Background: an optimization exercise with open tools, aiming at small area. Do not read the settings as production practice.
Function was checked by simulation only, so behaviour that the tests miss may differ from the original.
Power and IR drop assume default switching activity.

===== flow/flow/run.sh =====
#!/bin/bash
# The standard flow (standard synthesis unchanged), with these layout changes:
#  - ports are buffered with buf_2 instead of the slow delay buffer the
#    resizer picks by default;
#  - CTS clusters up to 24 sinks per leaf buffer, uses clkbuf_8/16 and
#    inserts no dummy loads;
#  - after global routing, cells off the critical paths are downsized
#    (repair_timing -recover_power 100).
set -uo pipefail
bash standard.sh \
  "BUFFER_PORTS_ARGS=-buffer_cell sky130_fd_sc_hd__buf_2" \
  "CTS_ARGS=-sink_clustering_enable -repair_clock_nets -dont_use_dummy_load -buf_list {sky130_fd_sc_hd__clkbuf_8 sky130_fd_sc_hd__clkbuf_16} -sink_clustering_size 24 -sink_clustering_max_diameter 80" \
  RECOVER_POWER=100 \
  finish > standard_flow.log 2>&1

===== flow/design.v =====
module yreg_file #(
  parameter int WIDTH = 32,
  parameter int ADDR  = 5
) (
  input  logic             clk,
  input  logic             rst,
  input  logic [ADDR-1:0]  rn1,
  input  logic [ADDR-1:0]  rn2,
  input  logic [ADDR-1:0]  wn,
  input  logic [WIDTH-1:0] d,
  input  logic             w,
  output logic [WIDTH-1:0] rd1,
  output logic [WIDTH-1:0] rd2
);
  localparam int N = 2 ** ADDR;
  logic [N-1:1] we;      
  logic [N-1:1] valid;   
  logic [N-1:1] sel1;    
  logic [N-1:1] sel2;    
  logic         hit1;    
  logic         hit2;    
  logic [WIDTH-1:0] q [1:N-1];
  assign hit1 = !rst && w && (wn != '0) && (wn == rn1);
  assign hit2 = !rst && w && (wn != '0) && (wn == rn2);
  localparam int LO = (ADDR + 1) / 2;
  localparam int HI = ADDR - LO;
  logic [2**LO-1:0] l1, l2, lw;
  logic [2**HI-1:0] h1, h2, hw;
  logic [N-1:1]     rdy;   
  for (genvar k = 0; k < 2**LO; k++) begin : gLo
    assign l1[k] = (rn1[LO-1:0] == LO'(k));
    assign l2[k] = (rn2[LO-1:0] == LO'(k));
    assign lw[k] = (wn[LO-1:0] == LO'(k));
  end
  for (genvar k = 0; k < 2**HI; k++) begin : gHi
    assign h1[k] = (rn1[ADDR-1:LO] == HI'(k));
    assign h2[k] = (rn2[ADDR-1:LO] == HI'(k));
    assign hw[k] = w && (wn[ADDR-1:LO] == HI'(k));
  end
  genvar i;
  for (i = 1; i < N; i++) begin : gReg
    yreg_and2 uWe (.a(hw[i >> LO]), .b(lw[i % (2**LO)]), .y(we[i]));
    always_ff @(posedge clk or posedge rst) begin
      if (rst) begin
        valid[i] <= 1'b0;
      end else if (we[i]) begin
        valid[i] <= 1'b1;
      end
    end
    always_ff @(posedge clk) begin
      if (we[i]) begin
        q[i] <= d;
      end
    end
    assign rdy[i] = !rst && valid[i] && !we[i];
    yreg_and3 uS1 (.a(h1[i >> LO]), .b(l1[i % (2**LO)]), .c(rdy[i]), .y(sel1[i]));
    yreg_and3 uS2 (.a(h2[i >> LO]), .b(l2[i % (2**LO)]), .c(rdy[i]), .y(sel2[i]));
  end
  localparam int G = (N + 2) / 3;    
  logic [N-1:0] s1, s2;
  logic [WIDTH-1:0] x [0:N-1];
  assign s1 = {sel1, hit1};
  assign s2 = {sel2, hit2};
  assign x[0] = d;
  for (i = 1; i < N; i++) begin : gX
    assign x[i] = q[i];
  end
  genvar b, g;
  for (b = 0; b < WIDTH; b++) begin : gBit
    logic [G-2:0] n1, n2;
    for (g = 0; g < G - 1; g++) begin : gGrp
      yreg_aoi222 u1 (.a0(s1[3*g]), .b0(x[3*g][b]), .a1(s1[3*g+1]), .b1(x[3*g+1][b]),
                      .a2(s1[3*g+2]), .b2(x[3*g+2][b]), .y(n1[g]));
      yreg_aoi222 u2 (.a0(s2[3*g]), .b0(x[3*g][b]), .a1(s2[3*g+1]), .b1(x[3*g+1][b]),
                      .a2(s2[3*g+2]), .b2(x[3*g+2][b]), .y(n2[g]));
    end
    logic [2:0] p1, p2;
    yreg_nand4 u1a (.a(n1[3:0]), .y(p1[0]));
    yreg_nand4 u1b (.a(n1[7:4]), .y(p1[1]));
    yreg_nand4 u2a (.a(n2[3:0]), .y(p2[0]));
    yreg_nand4 u2b (.a(n2[7:4]), .y(p2[1]));
    yreg_last u1c (.n0(n1[8]), .n1(n1[9]), .a0(s1[N-2]), .b0(x[N-2][b]),
                   .a1(s1[N-1]), .b1(x[N-1][b]), .y(p1[2]));
    yreg_last u2c (.n0(n2[8]), .n1(n2[9]), .a0(s2[N-2]), .b0(x[N-2][b]),
                   .a1(s2[N-1]), .b1(x[N-1][b]), .y(p2[2]));
    yreg_or3 u1d (.a(p1), .y(rd1[b]));
    yreg_or3 u2d (.a(p2), .y(rd2[b]));
  end
endmodule
module yreg_aoi222 (
  input  logic a0, b0, a1, b1, a2, b2,
  output logic y
);
  assign y = !((a0 && b0) || (a1 && b1) || (a2 && b2));
endmodule
module yreg_nand4 (
  input  logic [3:0] a,
  output logic       y
);
  assign y = !(&a);
endmodule
module yreg_last (
  input  logic n0, n1, a0, b0, a1, b1,
  output logic y
);
  assign y = !(n0 && n1 && !((a0 && b0) || (a1 && b1)));
endmodule
module yreg_or3 (
  input  logic [2:0] a,
  output logic       y
);
  assign y = |a;
endmodule
module yreg_and2 (
  input  logic a, b,
  output logic y
);
  assign y = a && b;
endmodule
module yreg_and3 (
  input  logic a, b, c,
  output logic y
);
  assign y = a && b && c;
endmodule

===== flow/standard.sh =====
#!/bin/bash
# synth_recipe.tcl (not shown) runs the flow's synth.tcl, then flattens the netlist and writes it again
# the make line also repeats each setting of config.mk as NAME=value (left out here)
make -C /OpenROAD-flow-scripts/flow DESIGN_CONFIG=/design/flow/config.mk WORK_HOME=/design/flow/orfs CLKGATE_MAP_FILE= SYNTH_SCRIPT=/design/flow/synth_recipe.tcl "${@:-finish}"

===== flow/constraint.sdc =====
create_clock -name core_clock -period 7.0 [get_ports {clk}]
set_input_delay 1.4000 -clock core_clock [delete_from_list [all_inputs] [get_ports {clk}]]
set_output_delay 1.4000 -clock core_clock [all_outputs]
set_load 0.01 [all_outputs]

===== flow/config.mk =====
export PLATFORM = sky130hd
export DESIGN_NAME = yreg_file
export DESIGN_NICKNAME = yreg_file
export VERILOG_FILES = /design/flow/design.v
export SDC_FILE = /design/flow/constraint.sdc
export NUM_CORES = 4
export LEC_CHECK = 0
export CAP_MARGIN = 20
export CORE_MARGIN = 2
export CORE_UTILIZATION = 55
export SLEW_MARGIN = 20
export SYNTH_HIERARCHICAL = 1
export SYNTH_MINIMUM_KEEP_SIZE = 0

==> results of run 1 <==
## registers in the layout (all words and copies together), names as in the netlist
signal	cells
q	992
valid	31
## modules after synthesis (local to each module, per instance)
| module | cells | cell area, um2 |
|---|---|---|
| yreg_last | 2 | 12.5 |
| yreg_nand4 | 1 | 6.26 |
| yreg_and2 | 1 | 6.26 |
| yreg_file | 1157 | 31500 |
| yreg_and3 | 1 | 6.26 |
| yreg_or3 | 1 | 6.26 |
| yreg_aoi222 | 1 | 10.0 |
## kinds of logic (layout without fill, tap and decap cells)
group / after synthesis / count (layout) / synth area share
DFF: 1023 / 1023 / 0.755
buffers and inverters: 16 / 222 / 0.00238
other: 0 / 3 / 0
xor gates and xnor gates: 10 / 10 / 0.00216
AOI/OAI and AO/OA: 704 / 704 / 0.170
and+or+nand+nor: 457 / 457 / 0.0705
## stage by stage
step | cells | util | hold WS [ns] | power (mW)
floorplan | 2210 | - | 0.430 | 7.24
global placement | 3324 | 0.585 | 0.443 | 7.55
detailed placement | 3324 | 0.585 | 0.445 | 7.57
CTS | 3375 | 0.603 | 0.457 | 10.6
global route | 3375 | 0.599 | 0.486 | 10.8
finish | 3378 | 0.599 | 0.456 | 10.6
## power by group
group	leakage [nW]	internal, mW	switching [mW]
sequential	9.29	6.83	0.0498
combinational	3.47	0.156	0.416
clock	0.628	1.30	1.82
## area by class of cell
cell class                 instances  area share
sequential                      1023       0.699
antenna                            3    0.000172
timing repair buffer             170      0.0168
tap                              959      0.0274
inverter                           1   0.0000858
clock buffer                      51      0.0292
multi-input combinational       1171       0.227
## cells in the final DEF, fill, tap and decap left out, types with 41 or more instances in the layout
| master | synthesis | layout |
|---|---|---|
| nand4_1 | 130 | 130 |
| or3_1 | 64 | 64 |
| edfxtp_1 | 992 | 992 |
| clkbuf_1 | 2 | 132 |
| a222oi_1 | 640 | 640 |
| a22oi_1 | 64 | 64 |
| nand3_1 | 64 | 64 |
| clkbuf_16 | 0 | 51 |
| nor3b_1 | 41 | 41 |
| and3_2 | 1 | 56 |
## critical path, delay by kind of cell
kind                   cells  cell delay [ns]
buffers and inverters      3             0.77
and+or+nand+nor            6             2.45
AOI/OAI and AO/OA          1             0.53
## metal layers
layer,part of all wire,wire length [um]
met1,0.36,51100
met2,0.44,63900
met3,0.16,23200
met4,0.037,5330
met5,0.00048,69
## worst paths after layout
kind,to,slack [ns],depth (start not counted)
worst min register to register,valid[25],0.46,1
worst max register to register,valid[17],6.19,1
max in group asynchronous,valid[8],3.99,3
worst max-delay path,rd2[27],0.39,10
min in group asynchronous,valid[24],0.93,2
worst min-delay path,valid[25],0.46,1
==> summary.md, run 1 <==
| Metric | Value |
|---|---|
| Asr flop ratio synth | 0.0303 |
| Hold WC Path Type | reg -> reg |
| Vias per inst | 8.59 |
| Postcts setup bufs | 0 |
| Number of synthesized flops with an enable pin | 992 |
| Final Setup Violations | 0 |
| PD cells | 242 nW/um2 |
| Initial Util | 0.555 |
| PostCTS Resize Cnt | 0 |
| Post-CTS Hold Fix Bufs | 0 |
| Fin area | 43700 um2 |
| DIE AREA | 75800 um2 |
| Critical Path Max Stage Delay | 0.74 ns |
| RD Place Congestion | 0.979 |
| Buffer depth of the longest clock path | 3 |
| Iteration-0 DRC Markers | 7501 |
| Setup tns final | 0 ns |
| RSZ-0062 raised after global routing | false |
| Critical Path RT | 5.60 ns |
| Nets | 2468 |
| Setup WS pre-CTS | 0.791 ns |
| CP max stage cell | nor3b_1 |
| CTS H-tree depth | 2 |
| Syn_nets | 2260 |
| Detailed placement HPWL | 80.3 mm |
| Clock skew | 0 ns |
| Tcrit/Tclk final | 0.944 |
| Worst-margin pin slew | 3.09 ns |
| CP max FO | 23 |
| Seq cells post-synth | 1023 |
| Reg area | 30600 um2 |
| Synthesized area per cell | 18.3 um2 |
| Peak supply drop | 0.000238 V |
| CTS tree | built |
| First-pass GRT wire length | 199 mm |
| Gr ovfl total | 0 |
| Total GRT Usage | 0.371 |
| Placed inst area | 42700 um2 |
| Post-route DRC | 0 |
| Pre-antenna DRT Iters | 13 |
| Arrival @ worst endpoint | 5.21 ns |
| Hold_sp | valid[25] |
| GRT met3 Usage | 0.0958 |
| Yosys top cell by area | edfxtp_1 |
| Most used cell, CP | clkbuf_1 |
| Synth cell count leaders | edfxtp_1, a222oi_1, nand4_1 |
| Buffers on Ports | 113 |
| Mapped Cells | 2210 |
| Share of cells above drive strength 1 | 0.0873 |
| Status | finished with violations |
| Chip height | 275 um |
| Most common cell in the netlist | edfxtp_1 |
| Multi-input gate area | 9950 um2 |
| Vias | 29002 |
| Yosys warnings | 11 |
| Vias in the first global route | 27511 |
| Worst r2r src | valid[17] |
| DR WL/cell | 42.5 um |
| GRT met2 Usage | 0.557 |
| TritonCTS buffer count | 51 |
| Leak | 13.4 nW |
| Max cap viols | 57 |
| Core ar. | 73000 um2 |
| Startpoint Class | input port |
| Largest net degree at the start of global routing | 34 |
| Failed Checks | capacitance limit, slew limit |
| Slew headroom | -1.06 |
| Register area share after synthesis | 0.755 |
| Critical path class | in -> out |
| Synth area leaders | edfxtp_1, a222oi_1, nand4_1 |
| Max-slew violations | 1896 |
| GRT met1 Usage | 0.532 |
| Final Hold Vio Count | 0 |
| Final setup margin | 0.395 ns |
| Critical path cell sequence | clkbuf_1 -> nor3b_1 -> and2_2 -> nor3b_1 -> and3_2 -> clkbuf_1 -> a222oi_1 -> nand4_1 -> or3_1 -> clkbuf_1 |
| Post-synth top flop | edfxtp_1 |
| Synth top area share | 0.736 |
| F_max | 0.151 GHz |
| Final min period | 6.61 ns |
| Gr busiest metal | met2 |
| FILL cells | 5460 |
| Chip width | 275 um |
| Final wirelength | 144 mm |
| Worst skew pair latency | 0.62 ns |
| Number of cell rows | 99 |
| Initial antenna violation count | 21 |
| Routed Antenna Nets | 0 |
| Sink Count | 1023 |
| Mapped Area | 40500 um2 |
| Io pins | 114 |
| Clock root buffer master | clkbuf_16 |
| Unique cell type count in the Yosys netlist | 28 |
| Clk slew on worst S/H paths | 0.05 ns |
| Worst Setup SP | wn[2] |
| Area Overhead vs Synth | 8.01% |
| CP endpoint kind | primary output |
==> run 2, diff against run 1 <==
==> flow/flow/run.sh (replaced) <==
#!/bin/bash
# The standard flow (standard synthesis unchanged), with three layout changes:
#  - ports are buffered with buf_2 instead of the slow delay buffer the
#    resizer picks by default;
#  - CTS clusters up to 24 sinks per leaf buffer, uses clkbuf_8/16 and
#    inserts no dummy loads.
set -uo pipefail
bash standard.sh \
  "BUFFER_PORTS_ARGS=-buffer_cell sky130_fd_sc_hd__buf_2" \
  "CTS_ARGS=-sink_clustering_enable -repair_clock_nets -dont_use_dummy_load -buf_list {sky130_fd_sc_hd__clkbuf_8 sky130_fd_sc_hd__clkbuf_16} -sink_clustering_size 24 -sink_clustering_max_diameter 80" \
  finish > standard_flow.log 2>&1
--- a/flow/config.mk
+++ b/flow/config.mk
@@ -7,7 +7,7 @@
 export LEC_CHECK = 0
 export CAP_MARGIN = 20
 export CORE_MARGIN = 2
-export CORE_UTILIZATION = 55
+export CORE_UTILIZATION = 65
 export SLEW_MARGIN = 20
 export SYNTH_HIERARCHICAL = 1
 export SYNTH_MINIMUM_KEEP_SIZE = 0
==> run 2 against run 1 <==
The run now finishes clean. Area after synthesis unchanged. Critical endpoint is now rd2[26]. Non-clock buffer count increased by 33. Largest power group unchanged. Register-to-register slack about the same. Maximum frequency increased by 1.2%. Sequential cell count unchanged. Worst hold slack improved by 0.0085 ns. Cell count decreased by 2.6%. Critical path type unchanged. Cell area increased by 0.64%. Die area decreased by 15%.
==> summary.md, run 2 <==
| Metric | Value |
|---|---|
| Status | finished clean |
| Synth cell count leaders | edfxtp_1, a222oi_1, nand4_1 |
| DIE AREA | 64300 um2 (-15%) |
| RSZ-0062 raised after global routing | false |
| Leak | 14.1 nW (+5.1%) |
| Routed Antenna Nets | 0 (unchanged) |
| Final Hold Vio Count | 0 (unchanged) |
| Peak supply drop | 0.000287 V (+21%) |
| Total GRT Usage | 0.445 (+0.0741) |
| Seq pwr share | 0.654 (+0.003) |
| Yosys top cell by area | edfxtp_1 |
| Synthesized area per cell | 18.3 um2 (unchanged) |
| Iteration-0 DRC Markers | 8182 (+9.1%) |
| Post-route DRC | 0 (unchanged) |
| Final Setup Violations | 0 (unchanged) |
| Vias | 30120 (+3.9%) |
| Vias per inst | 9.16 (+6.6%) |
| TritonCTS buffer count | 49 (-3.9%) |
| Clock share of power | 0.290 (-0.005) |
| Switch share | 0.215 (-0.00128) |
| First-pass GRT wire length | 201 mm (+1.3%) |
| Tcrit/Tclk final | 0.933 (-0.0108) |
| Synth top area share | 0.736 (unchanged) |
| CTS tree | built |
| Critical path cell sequence | buf_2 -> nor3b_1 -> and2_2 -> nor3b_1 -> and3_1 -> buf_4 -> a222oi_1 -> nand4_1 -> or3_1 -> buf_2 |
| Max cap viols | 0 (-100%) |
| Layout Cells excl Fill | 3290 (-2.6%) |
| Gr ovfl total | 0 (unchanged) |
| Area Overhead vs Synth | 8.70% |
| F_max | 0.153 GHz (+1.2%) |
| PD cells | 239 nW/um2 (-1.2%) |
| Worst-margin pin slew | 1.21 ns (-1.88 ns) |
| Number of synthesized flops with an enable pin | 992 (unchanged) |
| Final wirelength | 144 mm (+0.55%) |
| Synth area leaders | edfxtp_1, a222oi_1, nand4_1 |
| Syn_nets | 2260 (unchanged) |
| Io pins | 114 (unchanged) |
| Number of cell rows | 91 (-8.1%) |
| Worst skew pair latency | 0.60 ns (-0.02 ns) |
| Startpoint Class | input port |
| Buffers on Ports | 113 (unchanged) |
| CP endpoint kind | primary output |
| Mapped Area | 40500 um2 (unchanged) |
| FILL cells | 3856 (-29%) |
| Delay-heaviest family, CP | simple AND/OR/NAND/NOR gates |
| Chip height | 254 um (-7.9%) |
| Sink Count | 1023 (unchanged) |
| Post-synth top flop | edfxtp_1 |
| Yosys warnings | 11 (unchanged) |
| CTS H-tree depth | 2 (unchanged) |
| Buffer depth of the longest clock path | 3 (unchanged) |
| Max-slew violations | 0 (-100%) |
| Internal power | 8.25 mW (-0.45%) |
| Clock root buffer master | clkbuf_16 |
| Asr flop ratio synth | 0.0303 (unchanged) |
| RD Place Congestion | 0.999 (+2.0%) |
| Initial antenna violation count | 15 (-29%) |
| CP max stage cell | nor3b_1 |
| Most flop-heavy register | q |
| Multi-input gate area | 9900 um2 (-0.47%) |
| Clk slew on worst S/H paths | 0.06 ns (about the same) |
| DR WL/cell | 43.9 um (+3.2%) |
| Reg area | 30600 um2 (unchanged) |
| Critical path class | in -> out |
| Detailed placement HPWL | 80.2 mm (about the same) |
| Psw | 2.26 mW (-1.2%) |
| Top flop regs | q (992), valid (31) |
| Hold WC Path Type | reg -> reg |
| Critical Path RT | 5.60 ns (about the same) |
| Most frequent cells in the layout | edfxtp_1, a222oi_1, nand4_1 |
| Initial Util | 0.657 (+0.102) |
| Clock skew | 0 ns (unchanged) |
| Unique cell type count in the Yosys netlist | 28 (unchanged) |
| Seq cells post-synth | 1023 (unchanged) |
| Critical Path Max Stage Delay | 0.73 ns (about the same) |
| CP max FO | 19 (-17%) |
| Final core occ | 0.715 (+0.115) |
| Nets | 2499 (+1.3%) |
| Vias in the first global route | 28666 (+4.2%) |
| Largest net degree at the start of global routing | 34 (unchanged) |
| Inst Count DP | 3235 (-2.7%) |
| Share of cells above drive strength 1 | 0.138 (+0.0504) |
| Hold slack | 0.465 ns (+0.00849 ns) |
| Chip width | 254 um (-7.9%) |
| Setup tns final | 0 ns (unchanged) |
| CP Buf/Inv Count | 3 (unchanged) |
| Max reg flops | 992 (unchanged) |
| Mapped Cells | 2210 (unchanged) |
| Post-CTS Hold Fix Bufs | 0 (unchanged) |
| Register area share after synthesis | 0.755 (unchanged) |
| Commonest non-fill, non-tap cell in the layout | edfxtp_1 |
| Slew headroom | 0.195 (+1.25) |
| PostCTS Resize Cnt | 0 (unchanged) |
| Final min period | 6.53 ns (-0.0753 ns) |
| Core ar. | 61600 um2 (-16%) |
| Arrival @ worst endpoint | 5.13 ns (-0.08 ns) |
| Most common cell in the netlist | edfxtp_1 |
| Pre-antenna DRT Iters | 16 (+3) |
| Power, Total | 10.5 mW (-0.62%) |
| Postcts setup bufs | 0 (unchanged) |
| Comb pwr share | 0.056 (+0.002) |
-- run 2: cell counts after synthesis --
Identical to the previous run, type by type.
-- run 2: path summary, 6_finish.rpt --
check | slack (ns) | endpoint | start | depth (start not counted)
min in group asynchronous | 1.10 | valid[7] | rst | 2
max reg2reg | 6.19 | valid[8] | valid[8] | 1
min reg2reg | 0.46 | valid[6] | valid[6] | 1
min | 0.46 | valid[6] | valid[6] | 1
max in group asynchronous | 5.11 | valid[6] | rst | 3
max | 0.47 | rd2[26] | wn[3] | 10
-- run 2: metrics by stage --
stage               cell area (um2)  setup slack [ns]
detailed placement            42800             0.746
floorplan                     40500              1.27
finish                        44000             0.470
global route                  44000             0.473
CTS                           44000             0.731
global placement              42800             0.726
-- run 2: cells by family (layout without fill, tap and decap cells) --
group | count (synthesis) | in the layout | synth area share
AOI/OAI and AO/OA | 704 | 704 | 0.170
other | 0 | 6 | 0
xor gates and xnor gates | 10 | 10 | 0.00216
buffers and inverters | 16 | 253 | 0.00238
and+or+nand+nor | 457 | 457 | 0.0705
DFF | 1023 | 1023 | 0.755
-- run 2: layout make-up --
class                      instances  area share
sequential                      1023       0.694
multi-input combinational       1171       0.225
timing repair buffer             203      0.0285
clock buffer                      49      0.0279
tap                              837      0.0238
antenna                            6    0.000341
inverter                           1   0.0000853
-- run 2: modules after synthesis, one instance, submodules excluded --
module / area, um2 / copies in the design / cells inside
yreg_file: 31500 / 1 / 1157
yreg_last: 12.5 / 64 / 2
yreg_aoi222: 10.0 / 640 / 1
yreg_and2: 6.26 / 31 / 1
yreg_and3: 6.26 / 62 / 1
yreg_nand4: 6.26 / 128 / 1
yreg_or3: 6.26 / 64 / 1
-- run 2: power by group through the flow --
stage / combinational, mW / sequential, mW / clock, mW
2_1_floorplan: 0.249 / 6.99 / 0
4_1_cts: 0.556 / 6.87 / 3.02
6_report: 0.586 / 6.87 / 3.05
3_3_place_gp: 0.541 / 7.00 / 0
3_5_place_dp: 0.554 / 7.01 / 0
5_1_grt: 0.603 / 6.88 / 3.22
-- run 2: layer usage --
layer / up-vias / part of all wire / track usage
met3: 576 / 0.19 / 0.167
met2: 3420 / 0.44 / 0.654
met5: - / 0.00035 / 0
li1: 11343 / - / -
met4: 8 / 0.047 / 0.188
met1: 14773 / 0.32 / 0.604
==> run 3, diff against run 2 <==
--- a/flow/design.v
+++ b/flow/design.v
@@ -52,7 +52,7 @@
         q[i] <= d;
       end
     end
-    assign rdy[i] = !rst && valid[i] && !we[i];
+    assign rdy[i] = valid[i] && !we[i];
     yreg_and3 uS1 (.a(h1[i >> LO]), .b(l1[i % (2**LO)]), .c(rdy[i]), .y(sel1[i]));
     yreg_and3 uS2 (.a(h2[i >> LO]), .b(l2[i % (2**LO)]), .c(rdy[i]), .y(sel2[i]));
   end
--- a/flow/config.mk
+++ b/flow/config.mk
@@ -7,7 +7,7 @@
 export LEC_CHECK = 0
 export CAP_MARGIN = 20
 export CORE_MARGIN = 2
-export CORE_UTILIZATION = 65
+export CORE_UTILIZATION = 75
 export SLEW_MARGIN = 20
 export SYNTH_HIERARCHICAL = 1
 export SYNTH_MINIMUM_KEEP_SIZE = 0
==> run 3 against run 2 <==
Worst hold slack improved by 0.0032 ns. Non-clock buffer count is 1 higher. Via count rose by 5.1%. First-iteration DRC count rose by 23%. Register-to-register slack got worse by 0.03 ns. Critical path depth up 1. Utilization up 10 points. Global-route usage rose by 10 points. Highest routed layer unchanged. Critical endpoint is now rd1[0].
==> summary.md, run 3 <==
| Metric | Value |
|---|---|
| Status | finished clean |
| Register area share after synthesis | 0.756 (+0.00107) |
| Critical Path Max Stage Delay | 0.56 ns (-0.17 ns) |
| Worst-margin pin slew | 1.32 ns (+0.116 ns) |
| Detailed placement HPWL | 79.2 mm (-1.3%) |
| Seq cells post-synth | 1023 (unchanged) |
| Most frequent cells in the layout | edfxtp_1, a222oi_1, nand4_1 |
| DR WL/cell | 49.2 um (+12%) |
| Mapped Cells | 2206 (-0.18%) |
| Post-CTS Hold Fix Bufs | 0 (unchanged) |
| Nets | 2500 (+0.040%) |
| Mux cell area share after synthesis | 0 (unchanged) |
| Sink Count | 1023 (unchanged) |
| Max reg flops | 992 (unchanged) |
| Post-synthesis simple-gate area fraction | 0.0697 (-0.000859) |
| Most used cell, CP | buf_2 |
| Syn_nets | 2256 (-0.18%) |
| Final setup margin | 0.790 ns (+0.320 ns) |
| Post-route DRC | 0 (unchanged) |
| Layout Cells excl Fill | 3150 (-4.3%) |
| Startpoint Class | input port |
| Initial antenna violation count | 14 (-1) |
| Chip height | 236 um (-6.9%) |
| Leak | 14.0 nW (-0.47%) |
| Synth cell count leaders | edfxtp_1, a222oi_1, nand4_1 |
| Synth Area in Compound Gates | 0.170 (+0.000242) |
| CTS H-tree depth | 2 (unchanged) |
| Worst R2R Path Depth | 1 (unchanged) |
| Most flop-heavy register | q |
| Most common cell in the netlist | edfxtp_1 |
| CP endpoint kind | primary output |
| DIE AREA | 55800 um2 (-13%) |
| Post-synthesis xor/xnor area fraction | 0.00217 (+0.00000308) |
| PD cells | 245 nW/um2 (+2.4%) |
| Setup tns final | 0 ns (unchanged) |
| Yosys top cell by area | edfxtp_1 |
| Asr flop ratio synth | 0.0303 (unchanged) |
| Critical path class | in -> out |
| Initial Util | 0.754 (+0.0970) |
| Routed Antenna Nets | 0 (unchanged) |
| Max-slew violations | 0 (unchanged) |
| Share of cells above drive strength 1 | 0.143 (+0.00485) |
| Yosys warnings | 11 (unchanged) |
| Clock skew | 0 ns (unchanged) |
| Iteration-0 DRC Markers | 10063 (+23%) |
| CTS tree | built |
| Hold depth | 1 (unchanged) |
| Number of synthesized flops with an enable pin | 992 (unchanged) |
| Arrival @ worst endpoint | 4.81 ns (-0.32 ns) |
| TritonCTS buffer count | 49 (unchanged) |
| Postcts setup bufs | 0 (unchanged) |
| Top flop regs | q (992), valid (31) |
| Final min period | 6.21 ns (-0.320 ns) |
| Area Overhead vs Synth | 8.43% |
| PostCTS Resize Cnt | 0 (unchanged) |
| Final wirelength | 155 mm (+7.2%) |
| Mapped Area | 40400 um2 (-0.14%) |
| Main combinational cell family by area after synthesis | compound AO/OA/AOI/OAI gates |
| Commonest non-fill, non-tap cell in the layout | edfxtp_1 |
| Synthesized area per cell | 18.3 um2 (about the same) |
| Critical path cell sequence | buf_2 -> nand2_1 -> nor2_1 -> and2_2 -> nor2b_1 -> and3_1 -> buf_4 -> a222oi_1 -> nand4_1 -> or3_1 -> buf_2 |
| Vias per inst | 10.0 (+9.7%) |
| Max cap viols | 0 (unchanged) |
| CP max FO | 18 (-1) |
| Setup WS pre-CTS | 0.951 ns (+0.205 ns) |
| Worst skew pair latency | 0.63 ns (+0.03 ns) |
| Total GRT Usage | 0.549 (+0.104) |
| Number of cell rows | 85 (-6.6%) |
| Largest net degree at the start of global routing | 34 (unchanged) |
| Peak supply drop | 0.000308 V (+7.0%) |
| Final Setup Violations | 0 (unchanged) |
| Unique cell type count in the Yosys netlist | 28 (unchanged) |
| Synth area leaders | edfxtp_1, a222oi_1, nand4_1 |
| F_max | 0.161 GHz (+5.2%) |
| Chip width | 236 um (-6.9%) |
| Final Hold Vio Count | 0 (unchanged) |
| Gr ovfl total | 0 (unchanged) |
| CP max stage cell | nor2_1 |
| Post-Synth Adder-Cell Area | 0 (unchanged) |
| Critical Path RT | 5.60 ns (about the same) |
| Clk slew on worst S/H paths | 0.07 ns (about the same) |
| Core ar. | 53600 um2 (-13%) |
| Buffer depth of the longest clock path | 3 (unchanged) |
| Tcrit/Tclk final | 0.887 (-0.0457) |
| First-pass GRT wire length | 213 mm (+5.7%) |
| RSZ-0062 raised after global routing | false |
| Hold WC Path Type | reg -> reg |
| Clock root buffer master | clkbuf_16 |
| Synth top area share | 0.737 (+0.00105) |
| Inst Count DP | 3095 (-4.3%) |
| Vias | 31644 (+5.1%) |
| Buffers on Ports | 113 (unchanged) |
| Power, Total | 10.7 mW (+2.0%) |
| Post-synth top flop | edfxtp_1 |
| Reg2reg setup slack | 6.16 ns (-0.03 ns) |
| Io pins | 114 (unchanged) |
| RD Place Congestion | 0.959 (-4.0%) |
| Slew headroom | 0.117 (-0.0773) |
| Vias in the first global route | 30844 (+7.6%) |
| Pre-antenna DRT Iters | 20 (+4) |
[run 3: final timing paths]
check                               from         to
worst max-delay path               wn[4]     rd1[0]
worst min-delay path            valid[7]   valid[7]
worst max register to register  valid[6]   valid[6]
worst min register to register  valid[7]   valid[7]
max in group asynchronous            rst  valid[17]
min in group asynchronous            rst  valid[23]
[run 3: worst max-delay path, delay by kind of cell]
kind / cells / cell delay (ns)
and+or+nand+nor: 7 / 2.19
buffers and inverters: 3 / 0.78
AOI/OAI and AO/OA: 1 / 0.42
[run 3: cell families (layout without fill, tap and decap cells)]
kind of cell              count (synthesis)  in the layout
AOI/OAI and AO/OA                       704            704
xor gates and xnor gates                 10             10
buffers and inverters                    12            254
DFF                                    1023           1023
other                                     0              6
and+or+nand+nor                         457            457
[run 3: layout make-up]
class / instances / area, um2
antenna: 6 / 15.0
clock buffer: 49 / 1230
fill: 2679 / 9760
inverter: 1 / 3.75
multi-input combinational: 1171 / 9910
sequential: 1023 / 30600
tap: 696 / 871
timing repair buffer: 204 / 1250
[run 3: where the power goes]
| part | internal [mW] | switching, mW | leakage, nW |
|---|---|---|---|
| registers | 6.82 | 0.0589 | 9.29 |
| logic | 0.245 | 0.540 | 4.11 |
| clock network | 1.25 | 1.81 | 0.604 |
| total | 8.31 | 2.41 | 14.0 |
[run 3: routing by layer]
layer  part of all wire  GRT usage  up-vias  routed length [um]
met1               0.27      0.649    14659               42100
li1                   -          -    11299                   -
met4              0.094      0.380       19               14600
met3               0.23      0.323     1225               35100
met2               0.41      0.753     4442               62800
met5             0.0016     0.0268        -                 243
[run 3: stage by stage]
step	hold slack (ns)	utilization	area, um2
2_1_floorplan	0.431	-	40400
3_3_place_gp	0.443	0.794	42600
3_5_place_dp	0.445	0.794	42600
4_1_cts	0.465	0.817	43800
5_1_grt	0.477	0.818	43800
6_report	0.468	0.818	43800
[run 3: modules after synthesis, one instance, submodules excluded]
module       area [um2]  cells inside
yreg_and2          6.26             1
yreg_and3          6.26             1
yreg_aoi222        10.0             1
yreg_file         31400          1153
yreg_last          12.5             2
yreg_nand4         6.26             1
yreg_or3           6.26             1
==> run 4, diff against run 3 <==
==> flow/flow/run.sh (replaced) <==
#!/bin/bash
# The standard flow (standard synthesis unchanged), with these layout changes:
#  - ports are buffered with buf_2 instead of the slow delay buffer the
#    resizer picks by default, and output-port buffers (which only drive
#    the port load) are then set to buf_1 before repair_design
#    (flow/pre_resize.tcl);
#  - CTS clusters up to 16 sinks per clkbuf_8 leaf buffer and inserts no
#    dummy loads.
# The full make output is written to standard_flow.log.
set -uo pipefail
bash standard.sh \
  "BUFFER_PORTS_ARGS=-buffer_cell sky130_fd_sc_hd__buf_2" \
  "PRE_RESIZE_TCL=$PWD/flow/pre_resize.tcl" \
  "CTS_ARGS=-sink_clustering_enable -repair_clock_nets -dont_use_dummy_load -buf_list {sky130_fd_sc_hd__clkbuf_8} -sink_clustering_size 16 -sink_clustering_max_diameter 60" \
  finish > standard_flow.log 2>&1
==> flow/flow/pre_resize.tcl (new file) <==
# Output ports only drive the fixed port load, so their buffers can be the
# smallest buffer; repair_design below re-sizes any that turn out too weak.
set block [ord::get_db_block]
set small [[ord::get_db] findMaster sky130_fd_sc_hd__buf_1]
set n 0
foreach bterm [$block getBTerms] {
  if {[$bterm getIoType] ne "OUTPUT"} { continue }
  set net [$bterm getNet]
  if {$net eq "NULL"} { continue }
  foreach iterm [$net getITerms] {
    if {![$iterm isOutputSignal]} { continue }
    set inst [$iterm getInst]
    if {[[$inst getMaster] getName] eq "sky130_fd_sc_hd__buf_2"} {
      $inst swapMaster $small
      incr n
    }
  }
}
puts "pre_resize: $n output buffers set to buf_1"
--- a/flow/config.mk
+++ b/flow/config.mk
@@ -7,7 +7,7 @@
 export LEC_CHECK = 0
 export CAP_MARGIN = 20
 export CORE_MARGIN = 2
-export CORE_UTILIZATION = 75
+export CORE_UTILIZATION = 65
 export SLEW_MARGIN = 20
 export SYNTH_HIERARCHICAL = 1
 export SYNTH_MINIMUM_KEEP_SIZE = 0
==> run 4 against run 3 <==
Worst hold slack got worse by 0.0070 ns. Cell area down 0.96%. Sequential share of layout area rose by 0.68 points. Critical endpoint is now rd2[24]. Largest power group unchanged. Still clean.
==> summary.md, run 4 <==
| Metric | Value |
|---|---|
| Vias in the first global route | 29122 (-5.6%) |
| Internal power | 8.00 mW (-3.7%) |
| Critical path class | in -> out |
| Post-synth top flop | edfxtp_1 |
| Max-slew violations | 0 (unchanged) |
| Tcrit/Tclk final | 0.890 (+0.00297) |
| RSZ-0062 raised after global routing | false |
| Mapped Cells | 2206 (unchanged) |
| Share of cells above drive strength 1 | 0.120 (-0.0226) |
| Vias | 29857 (-5.6%) |
| RD Place Congestion | 0.915 (-4.6%) |
| Iteration-0 DRC Markers | 8752 (-13%) |
| Startpoint Class | input port |
| Detailed placement HPWL | 74.1 mm (-6.4%) |
| Reg2reg setup slack | 6.13 ns (-0.03 ns) |
| Delay-heaviest family, CP | simple AND/OR/NAND/NOR gates |
| Arrival @ worst endpoint | 4.83 ns (+0.02 ns) |
| Sink Count | 1023 (unchanged) |
| CP max stage cell | nor3b_1 |
| Initial Util | 0.656 (-0.0979) |
| Post-CTS Hold Fix Bufs | 0 (unchanged) |
| CTS H-tree depth | 3 (+1) |
| Initial antenna violation count | 12 (-2) |
| Yosys top cell by area | edfxtp_1 |
| Final Hold Vio Count | 0 (unchanged) |
| Number of cell rows | 91 (+7.1%) |
| Setup WS pre-CTS | 1.12 ns (+0.169 ns) |
| Final core occ | 0.705 (-0.113) |
| Top flop regs | q (992), valid (31) |
| Asr flop ratio synth | 0.0303 (unchanged) |
| Clock skew | 0 ns (unchanged) |
| Commonest non-fill, non-tap cell in the layout | edfxtp_1 |
| Most common cell in the netlist | edfxtp_1 |
| CTS tree | built |
| Clock root buffer master | clkbuf_8 |
| Seq pwr share | 0.662 (+0.020) |
| Hold slack | 0.461 ns (-0.00702 ns) |
| Nets | 2470 (-1.2%) |
| Synth top area share | 0.737 (unchanged) |
| Status | finished clean |
| Total GRT Usage | 0.451 (-0.0983) |
| CP endpoint kind | primary output |
| F_max | 0.160 GHz (-0.33%) |
| Final min period | 6.23 ns (+0.0208 ns) |
| Postcts setup bufs | 0 (unchanged) |
| Most frequent cells in the layout | edfxtp_1, a222oi_1, nand4_1 |
| Critical Path RT | 5.60 ns (about the same) |
| Seq cells post-synth | 1023 (unchanged) |
| Critical path cell sequence | buf_2 -> nor3b_1 -> and2_2 -> nor2b_1 -> and3_2 -> a222oi_1 -> nand4_1 -> or3_1 -> buf_1 |
| Vias per inst | 9.16 (-8.9%) |
| Synth area leaders | edfxtp_1, a222oi_1, nand4_1 |
| Layout Cells excl Fill | 3261 (+3.5%) |
| Yosys warnings | 11 (unchanged) |
| Register area share after synthesis | 0.756 (unchanged) |
| Power, Total | 10.4 mW (-3.2%) |
| TritonCTS buffer count | 75 (+53%) |
| PostCTS Resize Cnt | 0 (unchanged) |
| Most flop-heavy register | q |
| FILL cells | 4011 (+50%) |
| Peak supply drop | 0.000204 V (-34%) |
| Critical Path Max Stage Delay | 0.63 ns (+0.07 ns) |
| CP Buf/Inv Count | 2 (-1) |
| Worst-margin pin slew | 1.37 ns (+0.0451 ns) |
| Final Setup Violations | 0 (unchanged) |
| Hold WC Path Type | reg -> reg |
| Max reg flops | 992 (unchanged) |
| Syn_nets | 2256 (unchanged) |
| Clk slew on worst S/H paths | 0.05 ns (-0.02 ns) |
| DR WL/cell | 44.2 um (-10%) |
| Pre-antenna DRT Iters | 13 (-35%) |
| Buffers on Ports | 113 (unchanged) |
| Final setup margin | 0.769 ns (-0.0208 ns) |
| Setup tns final | 0 ns (unchanged) |
| Psw | 2.38 mW (-1.2%) |
| Inst Count DP | 3180 (+2.7%) |
| Area Overhead vs Synth | 7.38% |
| First-pass GRT wire length | 201 mm (-5.5%) |
| Max cap viols | 0 (unchanged) |
| Largest net degree at the start of global routing | 34 (unchanged) |
| Chip width | 253 um (+7.3%) |
| Post-route DRC | 0 (unchanged) |
| CP max FO | 32 (+14) |
| Unique cell type count in the Yosys netlist | 28 (unchanged) |
| Synthesized area per cell | 18.3 um2 (unchanged) |
| Gr ovfl total | 0 (unchanged) |
| Placed inst area | 42300 um2 (-0.66%) |
| Buffer depth of the longest clock path | 3 (unchanged) |
| Fin area | 43400 um2 (-0.96%) |
| Mapped Area | 40400 um2 (unchanged) |
| Switch share | 0.229 (+0.00453) |
| Slew headroom | 0.0872 (-0.0300) |
| DIE AREA | 64200 um2 (+15%) |
| Chip height | 253 um (+7.3%) |
| Worst skew pair latency | 0.67 ns (+0.04 ns) |
| Final wirelength | 144 mm (-6.9%) |
| PD cells | 239 nW/um2 (-2.2%) |
| Core ar. | 61600 um2 (+15%) |
| Routed Antenna Nets | 0 (unchanged) |
| Comb pwr share | 0.072 (about the same) |
| Clock share of power | 0.265 (-0.020) |
| Synth cell count leaders | edfxtp_1, a222oi_1, nand4_1 |
| Leak | 13.4 nW (-4.6%) |
| Io pins | 114 (unchanged) |
| Number of synthesized flops with an enable pin | 992 (unchanged) |
## run 4: cell count changes in the layout (fill, tap and decap cells not counted), moves of 35 or more
cell       before  now
clkbuf_16      49    0
and3_1         38    3
buf_2         113   49
clkbuf_8        0   75
buf_1           0   64
buf_4          91   35
## run 4: cell type report
class | count | area (um2) | area share
multi-input cells | 1171 | 10000 | 0.231
repair buffers | 148 | 748 | 0.0172
flip-flops and latches | 1023 | 30600 | 0.704
well taps | 837 | 1050 | 0.0241
inverters | 1 | 3.75 | 0.0000865
diodes | 6 | 15.0 | 0.000346
clock buffers | 75 | 1030 | 0.0238
## run 4: worst paths after layout
check	cells past startpoint	start	endpoint
worst max register to register	1	valid[4]	valid[4]
worst max-delay path	9	wn[1]	rd2[24]
min in group asynchronous	3	rst	valid[11]
worst min register to register	1	valid[22]	valid[22]
max in group asynchronous	3	rst	valid[25]
worst min-delay path	1	valid[22]	valid[22]
## run 4: power by group through the flow
stage	Sequential (mW)	Combinational (mW)	Clock, mW
5_1_grt	6.89	0.769	2.93
6_report	6.88	0.752	2.75
4_1_cts	6.87	0.698	2.76
3_3_place_gp	7.00	0.697	0
3_5_place_dp	7.01	0.696	0
2_1_floorplan	6.99	0.347	0
## run 4: per-module statistics from Yosys (local to each module, per instance)
module       cells  flip-flops and latches
yreg_or3         1                       0
yreg_aoi222      1                       0
yreg_and2        1                       0
yreg_file     1153                    1023
yreg_nand4       1                       0
yreg_last        2                       0
yreg_and3        1                       0
## run 4: per-layer routing
metal	track usage	share of wire
met1	0.563	0.32
met2	0.661	0.44
met3	0.206	0.18
met4	0.241	0.059
met5	0.0185	0.0014
## run 4: kinds of logic (layout without fill, tap and decap cells)
| group | count (synthesis) | after routing | synth area share |
|---|---|---|---|
| flip-flops | 1023 | 1023 | 0.756 |
| AO/OA/AOI/OAI | 704 | 704 | 0.170 |
| AND/OR/NAND/NOR | 457 | 457 | 0.0697 |
| buffers and inverters | 12 | 224 | 0.00192 |
| XOR/XNOR | 10 | 10 | 0.00217 |
| other | 0 | 6 | 0 |
==> run 5, diff against run 4 <==
--- a/flow/flow/run.sh
+++ b/flow/flow/run.sh
@@ -1,8 +1,8 @@
 #!/bin/bash
 # The standard flow (standard synthesis unchanged), with these layout changes:
 #  - ports are buffered with buf_2 instead of the slow delay buffer the
-#    resizer picks by default, and output-port buffers (which only drive
-#    the port load) are then set to buf_1 before repair_design
+#    resizer picks by default, and the port buffers are then set to buf_1
+#    just before repair_design, which re-sizes any that are too weak
 #    (flow/pre_resize.tcl);
 #  - CTS clusters up to 16 sinks per clkbuf_8 leaf buffer and inserts no
 #    dummy loads.
==> flow/flow/pre_resize.tcl (replaced) <==
# Runs just before repair_design in the resize step. The port buffers that
# buffer_ports inserted (buf_2) are set to the smallest buffer, buf_1:
# output-port buffers only drive the fixed port load, and input-port
# buffers that turn out too weak are re-sized or buffered by repair_design.
# The clock port has no port buffer; CTS buffers it.
set block [ord::get_db_block]
set small [[ord::get_db] findMaster sky130_fd_sc_hd__buf_1]
set n 0
foreach bterm [$block getBTerms] {
  set io [$bterm getIoType]
  if {$io ne "OUTPUT" && $io ne "INPUT"} { continue }
  if {[$bterm getSigType] eq "CLOCK"} { continue }
  set net [$bterm getNet]
  if {$net eq "NULL"} { continue }
  foreach iterm [$net getITerms] {
    if {$io eq "OUTPUT" && ![$iterm isOutputSignal]} { continue }
    if {$io eq "INPUT" && ![$iterm isInputSignal]} { continue }
    set inst [$iterm getInst]
    if {[[$inst getMaster] getName] eq "sky130_fd_sc_hd__buf_2"} {
      $inst swapMaster $small
      incr n
    }
  }
}
puts "pre_resize: $n port buffers set to buf_1"
==> run 5 against run 4 <==
Critical path depth is the same. Critical path type unchanged. Clock power is essentially flat. Cell count is essentially flat. Maximum frequency down 3.6%. Setup slack worse by 0.24 ns. Cell area barely moved. Clock skew did not move. Via count rose by 0.36%. Sequential share of layout area hardly changed. Sequential power barely moved.
==> summary.md, run 5 <==
| Metric | Value |
|---|---|
| Final min period | 6.47 ns (+0.235 ns) |
| Commonest non-fill, non-tap cell in the layout | edfxtp_1 |
| F_max | 0.155 GHz (-3.6%) |
| Routed Antenna Nets | 0 (unchanged) |
| Final core occ | 0.705 (about the same) |
| Post-synth top flop | edfxtp_1 |
| Clock share of power | 0.266 (about the same) |
| Pre-antenna DRT Iters | 14 (+1) |
| Critical Path RT | 5.60 ns (about the same) |
| Largest net degree at the start of global routing | 34 (unchanged) |
| Buffers on Ports | 113 (unchanged) |
| TritonCTS buffer count | 74 (-1.3%) |
| Final setup margin | 0.534 ns (-0.235 ns) |
| RD Place Congestion | 0.915 (unchanged) |
| Leak | 13.3 nW (-0.25%) |
| Core ar. | 61600 um2 (unchanged) |
| Delay-heaviest family, CP | simple AND/OR/NAND/NOR gates |
| Layout Cells excl Fill | 3263 (+0.061%) |
| CP max FO | 32 (unchanged) |
| CP endpoint kind | primary output |
| Yosys top cell by area | edfxtp_1 |
| Number of cell rows | 91 (unchanged) |
| Final Hold Vio Count | 0 (unchanged) |
| Final wirelength | 145 mm (+0.55%) |
| Initial antenna violation count | 9 (-3) |
| Hold WC Path Type | reg -> reg |
| Vias | 29965 (+0.36%) |
| Chip height | 253 um (unchanged) |
| Status | finished clean |
| Most common cell in the netlist | edfxtp_1 |
| Worst r2r src | valid[4] |
| Post-route DRC | 0 (unchanged) |
| Total GRT Usage | 0.453 (+0.00206) |
| Syn_nets | 2256 (unchanged) |
| Initial Util | 0.656 (unchanged) |
| Most frequent cells in the layout | edfxtp_1, a222oi_1, nand4_1 |
| Comb pwr share | 0.072 (about the same) |
| CP max stage cell | nor3b_1 |
| DR WL/cell | 44.4 um (+0.49%) |
| Switch share | 0.232 (+0.00251) |
| Most used cell, CP | buf_1 |
| Chip width | 253 um (unchanged) |
| Asr flop ratio synth | 0.0303 (unchanged) |
| Gr ovfl total | 0 (unchanged) |
| Share of cells above drive strength 1 | 0.113 (-0.00708) |
| Post-CTS Hold Fix Bufs | 0 (unchanged) |
| Fin area | 43400 um2 (about the same) |
| Setup WS pre-CTS | 0.890 ns (-0.231 ns) |
| Arrival @ worst endpoint | 5.07 ns (+0.24 ns) |
| Internal power | 7.99 mW (-0.15%) |
| Worst Setup SP | wn[1] |
| Critical Path Max Stage Delay | 0.69 ns (+0.06 ns) |
| Clk slew on worst S/H paths | 0.10 ns (+0.05 ns) |
| Startpoint Class | input port |
| Worst-margin pin slew | 1.31 ns (-0.0542 ns) |
| Synthesized area per cell | 18.3 um2 (unchanged) |
| Unique cell type count in the Yosys netlist | 28 (unchanged) |
| Mapped Cells | 2206 (unchanged) |
| Buffer depth of the longest clock path | 3 (unchanged) |
| Synth cell count leaders | edfxtp_1, a222oi_1, nand4_1 |
| Vias in the first global route | 29270 (+0.51%) |
| Top flop regs | q (992), valid (31) |
| Max-slew violations | 0 (unchanged) |
| Critical path class | in -> out |
| First-pass GRT wire length | 203 mm (+0.83%) |
| Psw | 2.41 mW (+1.3%) |
| Hold_sp | valid[12] |
| DIE AREA | 64200 um2 (unchanged) |
| Seq pwr share | 0.661 (about the same) |
| Yosys warnings | 11 (unchanged) |
| Iteration-0 DRC Markers | 8537 (-2.5%) |
| Clock root buffer master | clkbuf_8 |
| Tcrit/Tclk final | 0.924 (+0.0336) |
| Postcts setup bufs | 0 (unchanged) |
| Inst Count DP | 3181 (+0.031%) |
| Sink Count | 1023 (unchanged) |
| Seq cells post-synth | 1023 (unchanged) |
| Area Overhead vs Synth | 7.35% (about the same) |
| Nets | 2471 (+0.040%) |
| Slew headroom | 0.123 (+0.0361) |
| Synth top area share | 0.737 (unchanged) |
| Io pins | 114 (unchanged) |
| Vias per inst | 9.18 (+0.30%) |
| CP Buf/Inv Count | 2 (unchanged) |
| Most flop-heavy register | q |
| Number of synthesized flops with an enable pin | 992 (unchanged) |
| Final Setup Violations | 0 (unchanged) |
| Placed inst area | 42200 um2 (about the same) |
| Detailed placement HPWL | 74.4 mm (+0.34%) |
| Critical path cell sequence | buf_1 -> nor3b_1 -> and2_2 -> nor2b_1 -> and3_2 -> a222oi_1 -> nand4_1 -> or3_1 -> buf_1 |
| Worst skew pair latency | 0.67 ns (about the same) |
| Mapped Area | 40400 um2 (unchanged) |
| Synth area leaders | edfxtp_1, a222oi_1, nand4_1 |
| Max cap viols | 0 (unchanged) |
| Clock skew | 0 ns (unchanged) |
| PostCTS Resize Cnt | 0 (unchanged) |
| Peak supply drop | 0.000193 V (-5.5%) |
| Setup tns final | 0 ns (unchanged) |
| RSZ-0062 raised after global routing | false |
| Register area share after synthesis | 0.756 (unchanged) |
| Max reg flops | 992 (unchanged) |
| CTS tree | built |
| CTS H-tree depth | 3 (unchanged) |
| FILL cells | 4061 (+1.2%) |
| PD cells | 240 nW/um2 (+0.21%) |
[run 5: cell counts after synthesis]
No cell type changed its count.
[run 5: cell type report]
| type | count | area, um2 | area share |
|---|---|---|---|
| inverter | 1 | 3.75 | 0.0000865 |
| timing repair buffer | 150 | 757 | 0.0174 |
| antenna | 7 | 17.5 | 0.000404 |
| tap | 837 | 1050 | 0.0241 |
| clock buffer | 74 | 1020 | 0.0235 |
| sequential | 1023 | 30600 | 0.704 |
| multi-input combinational | 1171 | 10000 | 0.230 |
[run 5: power groups by stage]
stage          Sequential, mW  Clock, mW  Combinational (mW)
2_1_floorplan            6.99          0               0.347
3_3_place_gp             7.00          0               0.697
3_5_place_dp             7.01          0               0.693
4_1_cts                  6.87       2.75               0.696
5_1_grt                  6.89       2.93               0.771
6_report                 6.88       2.77               0.754
[run 5: per-stage QoR]
stage	hold WS, ns	total power [mW]
2_1_floorplan	0.431	7.34
3_3_place_gp	0.443	7.70
3_5_place_dp	0.443	7.70
4_1_cts	0.466	10.3
5_1_grt	0.481	10.6
6_report	0.467	10.4
[run 5: final timing paths]
| path | endpoint | slack (ns) | cells after the start |
|---|---|---|---|
| hold reg to reg | valid[12] | 0.47 | 1 |
| setup / recovery | rd1[24] | 0.53 | 9 |
| min in group asynchronous | valid[22] | 0.83 | 3 |
| max in group asynchronous | valid[30] | 5.84 | 3 |
| setup reg to reg | valid[4] | 6.14 | 1 |
| hold / removal | valid[12] | 0.47 | 1 |
[run 5: Yosys stat by module (local to each module, per instance)]
module	flops+latches	copies in the design	cell area [um2]	cells inside
yreg_last	0	64	12.5	2
yreg_or3	0	64	6.26	1
yreg_file	1023	1	31400	1153
yreg_and2	0	31	6.26	1
yreg_and3	0	62	6.26	1
yreg_aoi222	0	640	10.0	1
yreg_nand4	0	128	6.26	1
[run 5: cells by family (layout without fill, tap and decap cells)]
group                  Yosys count  after routing  share of synthesized area
buffers and inverters           12            225                    0.00192
flip-flops                    1023           1023                      0.756
XOR/XNOR                        10             10                    0.00217
other                            0              7                          0
AO/OA/AOI/OAI                  704            704                      0.170
AND/OR/NAND/NOR                457            457                     0.0697
[run 5: per-layer routing]
| layer | wire, um | GRT usage | share of wire |
|---|---|---|---|
| met5 | 115 | 0.0193 | 0.00079 |
| met4 | 8980 | 0.261 | 0.062 |
| met3 | 25800 | 0.200 | 0.18 |
| met2 | 63200 | 0.657 | 0.44 |
| met1 | 46900 | 0.569 | 0.32 |
==> run 6, diff against run 5 <==
--- a/flow/design.v
+++ b/flow/design.v
@@ -32,9 +32,12 @@
     assign l2[k] = (rn2[LO-1:0] == LO'(k));
     assign lw[k] = (wn[LO-1:0] == LO'(k));
   end
+  logic same1, same2;
+  assign same1 = w && (wn == rn1);
+  assign same2 = w && (wn == rn2);
   for (genvar k = 0; k < 2**HI; k++) begin : gHi
-    assign h1[k] = (rn1[ADDR-1:LO] == HI'(k));
-    assign h2[k] = (rn2[ADDR-1:LO] == HI'(k));
+    assign h1[k] = !same1 && (rn1[ADDR-1:LO] == HI'(k));
+    assign h2[k] = !same2 && (rn2[ADDR-1:LO] == HI'(k));
     assign hw[k] = w && (wn[ADDR-1:LO] == HI'(k));
   end
   genvar i;
@@ -52,7 +55,7 @@
         q[i] <= d;
       end
     end
-    assign rdy[i] = valid[i] && !we[i];
+    assign rdy[i] = valid[i];
     yreg_and3 uS1 (.a(h1[i >> LO]), .b(l1[i % (2**LO)]), .c(rdy[i]), .y(sel1[i]));
     yreg_and3 uS2 (.a(h2[i >> LO]), .b(l2[i % (2**LO)]), .c(rdy[i]), .y(sel2[i]));
   end
--- a/flow/flow/run.sh
+++ b/flow/flow/run.sh
@@ -1,5 +1,7 @@
 #!/bin/bash
 # The standard flow (standard synthesis unchanged), with these layout changes:
+#  - before global placement, AND gates with a fanout over 20 (the register
+#    select and write strobes) get the x2 drive (flow/pre_place.tcl);
 #  - ports are buffered with buf_2 instead of the slow delay buffer the
 #    resizer picks by default, and the port buffers are then set to buf_1
 #    just before repair_design, which re-sizes any that are too weak
@@ -10,6 +12,7 @@
 set -uo pipefail
 bash standard.sh \
   "BUFFER_PORTS_ARGS=-buffer_cell sky130_fd_sc_hd__buf_2" \
+  "PRE_GLOBAL_PLACE_TCL=$PWD/flow/pre_place.tcl" \
   "PRE_RESIZE_TCL=$PWD/flow/pre_resize.tcl" \
   "CTS_ARGS=-sink_clustering_enable -repair_clock_nets -dont_use_dummy_load -buf_list {sky130_fd_sc_hd__clkbuf_8} -sink_clustering_size 16 -sink_clustering_max_diameter 60" \
   finish > standard_flow.log 2>&1
==> flow/flow/pre_place.tcl (new file) <==
# Register select and write strobe gates each drive a full row of WIDTH
# cells; give AND gates with such a fanout the x2 drive up front, so that
# repair sizes rather than buffers them.
set block [ord::get_db_block]
set db [ord::get_db]
set map [dict create \
  sky130_fd_sc_hd__and3_1 sky130_fd_sc_hd__and3_2 \
  sky130_fd_sc_hd__and2_1 sky130_fd_sc_hd__and2_2 \
  sky130_fd_sc_hd__and2_0 sky130_fd_sc_hd__and2_2]
set n 0
foreach inst [$block getInsts] {
  set m [[$inst getMaster] getName]
  if {![dict exists $map $m]} { continue }
  set out [$inst findITerm X]
  if {$out eq "NULL"} { continue }
  set net [$out getNet]
  if {$net eq "NULL"} { continue }
  if {[llength [$net getITerms]] < 21} { continue }
  $inst swapMaster [$db findMaster [dict get $map $m]]
  incr n
}
puts "pre_gpl_size: $n high-fanout AND gates set to x2"
==> run 6 against run 5 <==
Register-to-register slack better by 0.02 ns. Cell count down 2.2%. Setup slack worse by 0.0073 ns. Largest power group unchanged. Critical path depth unchanged. Sequential power about the same. Total power fell by 0.25%. Area after synthesis shrank 0.42%. Combinational power is essentially flat. Non-clock buffer count did not move. Maximum frequency decreased by 0.11%. Worst hold slack improved by 0.021 ns. Wire length fell by 2.9%. Still clean on timing, DRC and antenna.
==> summary.md, run 6 <==
| Metric | Value |
|---|---|
| Slew headroom | 0.188 (+0.0651) |
| WHS Endpoint | valid[24] |
| Area Overhead vs Synth | 7.05% |
| F_max | 0.154 GHz (-0.11%) |
| CP max FO | 32 (unchanged) |
| Seq cells post-synth | 1023 (unchanged) |
| Startpoint Class | input port |
| Mapped Cells | 2182 (-1.1%) |
| CP Buf/Inv Count | 2 (unchanged) |
| Fin area | 43100 um2 (-0.70%) |
| Critical Path Max Stage Delay | 1.02 ns (+0.33 ns) |
| Sink Count | 1023 (unchanged) |
| Post-route DRC | 0 (unchanged) |
| Reg-to-Reg End | valid[20] |
| Placed inst area | 42100 um2 (-0.43%) |
| Final min period | 6.47 ns (+0.00727 ns) |
| Most frequent cells in the layout | edfxtp_1, a222oi_1, nand4_1 |
| Reg2reg setup slack | 6.16 ns (+0.02 ns) |
| Yosys warnings | 11 (unchanged) |
| Top flop regs | q (992), valid (31) |
| Arrival @ worst endpoint | 5.07 ns (about the same) |
| DIE AREA | 64000 um2 (-0.41%) |
| Nets | 2447 (-0.97%) |
| Clock skew | 0 ns (unchanged) |
| Synth top area share | 0.740 (+0.00309) |
| Total GRT Usage | 0.431 (-0.0216) |
| Register area share after synthesis | 0.759 (+0.00317) |
| PD cells | 241 nW/um2 (+0.45%) |
| Iteration-0 DRC Markers | 8949 (+4.8%) |
| Status | finished clean |
| TritonCTS buffer count | 74 (unchanged) |
| Post-CTS Hold Fix Bufs | 0 (unchanged) |
| Most used cell, CP | buf_1 |
| Mapped Area | 40300 um2 (-0.42%) |
| Leak | 13.3 nW (-0.21%) |
| Syn_nets | 2232 (-1.1%) |
| Pre-antenna DRT Iters | 11 (-3) |
| Synth area leaders | edfxtp_1, a222oi_1, nand4_1 |
| CTS H-tree depth | 3 (unchanged) |
| Setup tns final | 0 ns (unchanged) |
| Share of cells above drive strength 1 | 0.113 (-0.000122) |
| Synthesized area per cell | 18.5 um2 (+0.68%) |
| Peak supply drop | 0.000221 V (+14%) |
| Initial Util | 0.655 (-0.00153) |
| Chip height | 253 um (-0.21%) |
| Hold WC Path Type | reg -> reg |
| Clock root buffer master | clkbuf_8 |
| Hold_sp | valid[24] |
| Core ar. | 61500 um2 (-0.18%) |
| PostCTS Resize Cnt | 0 (unchanged) |
| DR WL/cell | 44.1 um (-0.68%) |
| Number of cell rows | 91 (unchanged) |
| CTS tree | built |
| Max reg flops | 992 (unchanged) |
| Largest net degree at the start of global routing | 34 (unchanged) |
| Most common cell in the netlist | edfxtp_1 |
| Worst skew pair latency | 0.67 ns (about the same) |
| Initial antenna violation count | 18 (+9) |
| Commonest non-fill, non-tap cell in the layout | edfxtp_1 |
| Chip width | 253 um (-0.21%) |
| Postcts setup bufs | 0 (unchanged) |
| Tcrit/Tclk final | 0.925 (+0.00104) |
| Critical path class | in -> out |
| CP max stage cell | and3_2 |
| Most flop-heavy register | q |
| Final wirelength | 141 mm (-2.9%) |
| Reg area | 30600 um2 (unchanged) |
| Worst r2r src | valid[20] |
| Delay-heaviest family, CP | simple AND/OR/NAND/NOR gates |
| Io pins | 114 (unchanged) |
| Detailed placement HPWL | 80.8 mm (+8.6%) |
| Buffer depth of the longest clock path | 3 (unchanged) |
| Worst-margin pin slew | 1.22 ns (-0.0976 ns) |
| Routed Antenna Nets | 0 (unchanged) |
| Number of synthesized flops with an enable pin | 992 (unchanged) |
| Buffers on Ports | 113 (unchanged) |
| Asr flop ratio synth | 0.0303 (unchanged) |
| Hold depth | 1 (unchanged) |
| Vias per inst | 9.23 (+0.46%) |
| Critical path cell sequence | buf_1 -> xor2_1 -> nor4_4 -> a311oi_1 -> and3_2 -> a222oi_1 -> nand4_1 -> or3_1 -> buf_1 |
| First-pass GRT wire length | 194 mm (-4.3%) |
| FILL cells | 3941 (-3.0%) |
| Worst R2R Path Depth | 1 (unchanged) |
| RSZ-0062 raised after global routing | false |
| Gr ovfl total | 0 (unchanged) |
| Max-slew violations | 0 (unchanged) |
| Unique cell type count in the Yosys netlist | 32 (+14%) |
| Final Setup Violations | 0 (unchanged) |
| Yosys top cell by area | edfxtp_1 |
| Final Hold Vio Count | 0 (unchanged) |
| Vias | 29430 (-1.8%) |
| Clk slew on worst S/H paths | 0.09 ns (about the same) |
| Multi-input gate area | 9750 um2 (-2.5%) |
| RD Place Congestion | 0.996 (+8.8%) |
| Synth cell count leaders | edfxtp_1, a222oi_1, nand4_1 |
| Critical Path RT | 5.60 ns (about the same) |
| Power, Total | 10.4 mW (-0.25%) |
| CP endpoint kind | primary output |
| Vias in the first global route | 27442 (-6.2%) |
| Max cap viols | 0 (unchanged) |
| Post-synth top flop | edfxtp_1 |
[run 6: cell types whose count changed after synthesis, sizes merged, moves of 3 or more]
cell,change
nor2b,-35
a21oi,+3
xnor2,-6
nand2,+3
xor2,+6
[run 6: logic make-up after synthesis]
| kind of cell | count (synthesis) | share of synthesized area |
|---|---|---|
| flip-flops | 1023 | 0.759 |
| AO/OA/AOI/OAI | 713 | 0.173 |
| AND/OR/NAND/NOR | 422 | 0.0644 |
| buffers and inverters | 14 | 0.00183 |
| XOR/XNOR | 10 | 0.00218 |
[run 6: per-module statistics from Yosys (local to each module, per instance)]
module       copies in the design  flip-flops and latches  area (um2)
yreg_and2                      31                       0        6.26
yreg_and3                      62                       0        6.26
yreg_aoi222                   640                       0        10.0
yreg_file                       1                    1023       31300
yreg_last                      64                       0        12.5
yreg_nand4                    128                       0        6.26
yreg_or3                       64                       0        6.26
[run 6: cell type report]
| class | count | share of cell area |
|---|---|---|
| Sequential cell | 1023 | 0.709 |
| Multi-Input combinational cell | 1145 | 0.226 |
| Clock buffer | 74 | 0.0236 |
| Tap cell | 790 | 0.0229 |
| Timing Repair Buffer | 150 | 0.0176 |
| Antenna cell | 5 | 0.000290 |
| Inverter | 3 | 0.000261 |
[run 6: metal layers]
| layer | GRT usage | share of wire | up-vias |
|---|---|---|---|
| met3 | 0.156 | 0.20 | 465 |
| met4 | 0.139 | 0.038 | 16 |
| met5 | 0.0147 | 0.0011 | - |
| li1 | - | - | 11162 |
| met2 | 0.631 | 0.43 | 3336 |
| met1 | 0.609 | 0.33 | 14451 |
[run 6: stage by stage]
| stage | util | instances | hold slack, ns | setup WS [ns] |
|---|---|---|---|---|
| final | 0.701 | 3190 | 0.488 | 0.527 |
| after global placement | 0.685 | 3109 | 0.460 | 0.848 |
| after floorplan | - | 2182 | 0.448 | 1.96 |
| after CTS | 0.701 | 3185 | 0.488 | 0.767 |
| after detailed placement | 0.684 | 3111 | 0.466 | 0.764 |
| after global routing | 0.701 | 3187 | 0.521 | 0.460 |
[run 6: power by group]
group	internal, mW	switching [mW]	total, mW
Sequential	6.82	0.0619	6.88
Clock	0.952	1.78	2.74
Combinational	0.202	0.555	0.756
Total	7.97	2.40	10.4
[run 6: worst max path at each step]
stage                     startpoint       to  slack [ns]  cells after the start
after detailed placement       wn[2]  rd2[24]        0.76                      9
after global routing           wn[0]  rd2[16]        0.46                      9
after global placement         wn[3]  rd2[24]        0.85                      9
after floorplan               rn2[2]   rd2[0]        1.96                      8
final                          wn[0]  rd2[24]        0.53                      9
after CTS                      wn[2]  rd2[24]        0.77                      9

port drivers added, routing unchanged:
No port has a modelled driver above. Below, the same layouts with a new extraction and two added sets of constraints. Step 1, drivers: a clkbuf_16 drives clk and a buf_2 each remaining input, both assumed. Step 2 times the ports against the registers' clock, not the clock port: input delays grow and output delays shrink by t, the midpoint of the rising clock arrivals with the driver on. Three values: ideal, step 1, step 2; two values: the first two.
run | t (ns) | setup WS [ns] | slew at the worst register clock pin (ns) | max-slew violations
run 1 | 0.691 | 0.395 / 0.370 / 0.370 | 0.10 / 0.10 | 1896 / 1930
run 2 | 0.685 | 0.470 / 0.451 / 0.451 | 0.10 / 0.10 | 0 / 0
run 3 | 0.691 | 0.790 / 0.743 / 0.743 | 0.10 / 0.10 | 0 / 0
run 4 | 0.750 | 0.769 / 0.745 / 0.745 | 0.11 / 0.11 | 0 / 0
run 5 | 0.758 | 0.534 / 0.508 / 0.508 | 0.11 / 0.11 | 0 / 0
run 6 | 0.738 | 0.527 / 0.500 / 0.500 | 0.11 / 0.11 | 0 / 0
With drivers on, slew violations rise in run 1. The setup slack of run 3, which loses most, moves by -0.047 ns with the drivers and by -0.047 ns with both steps.
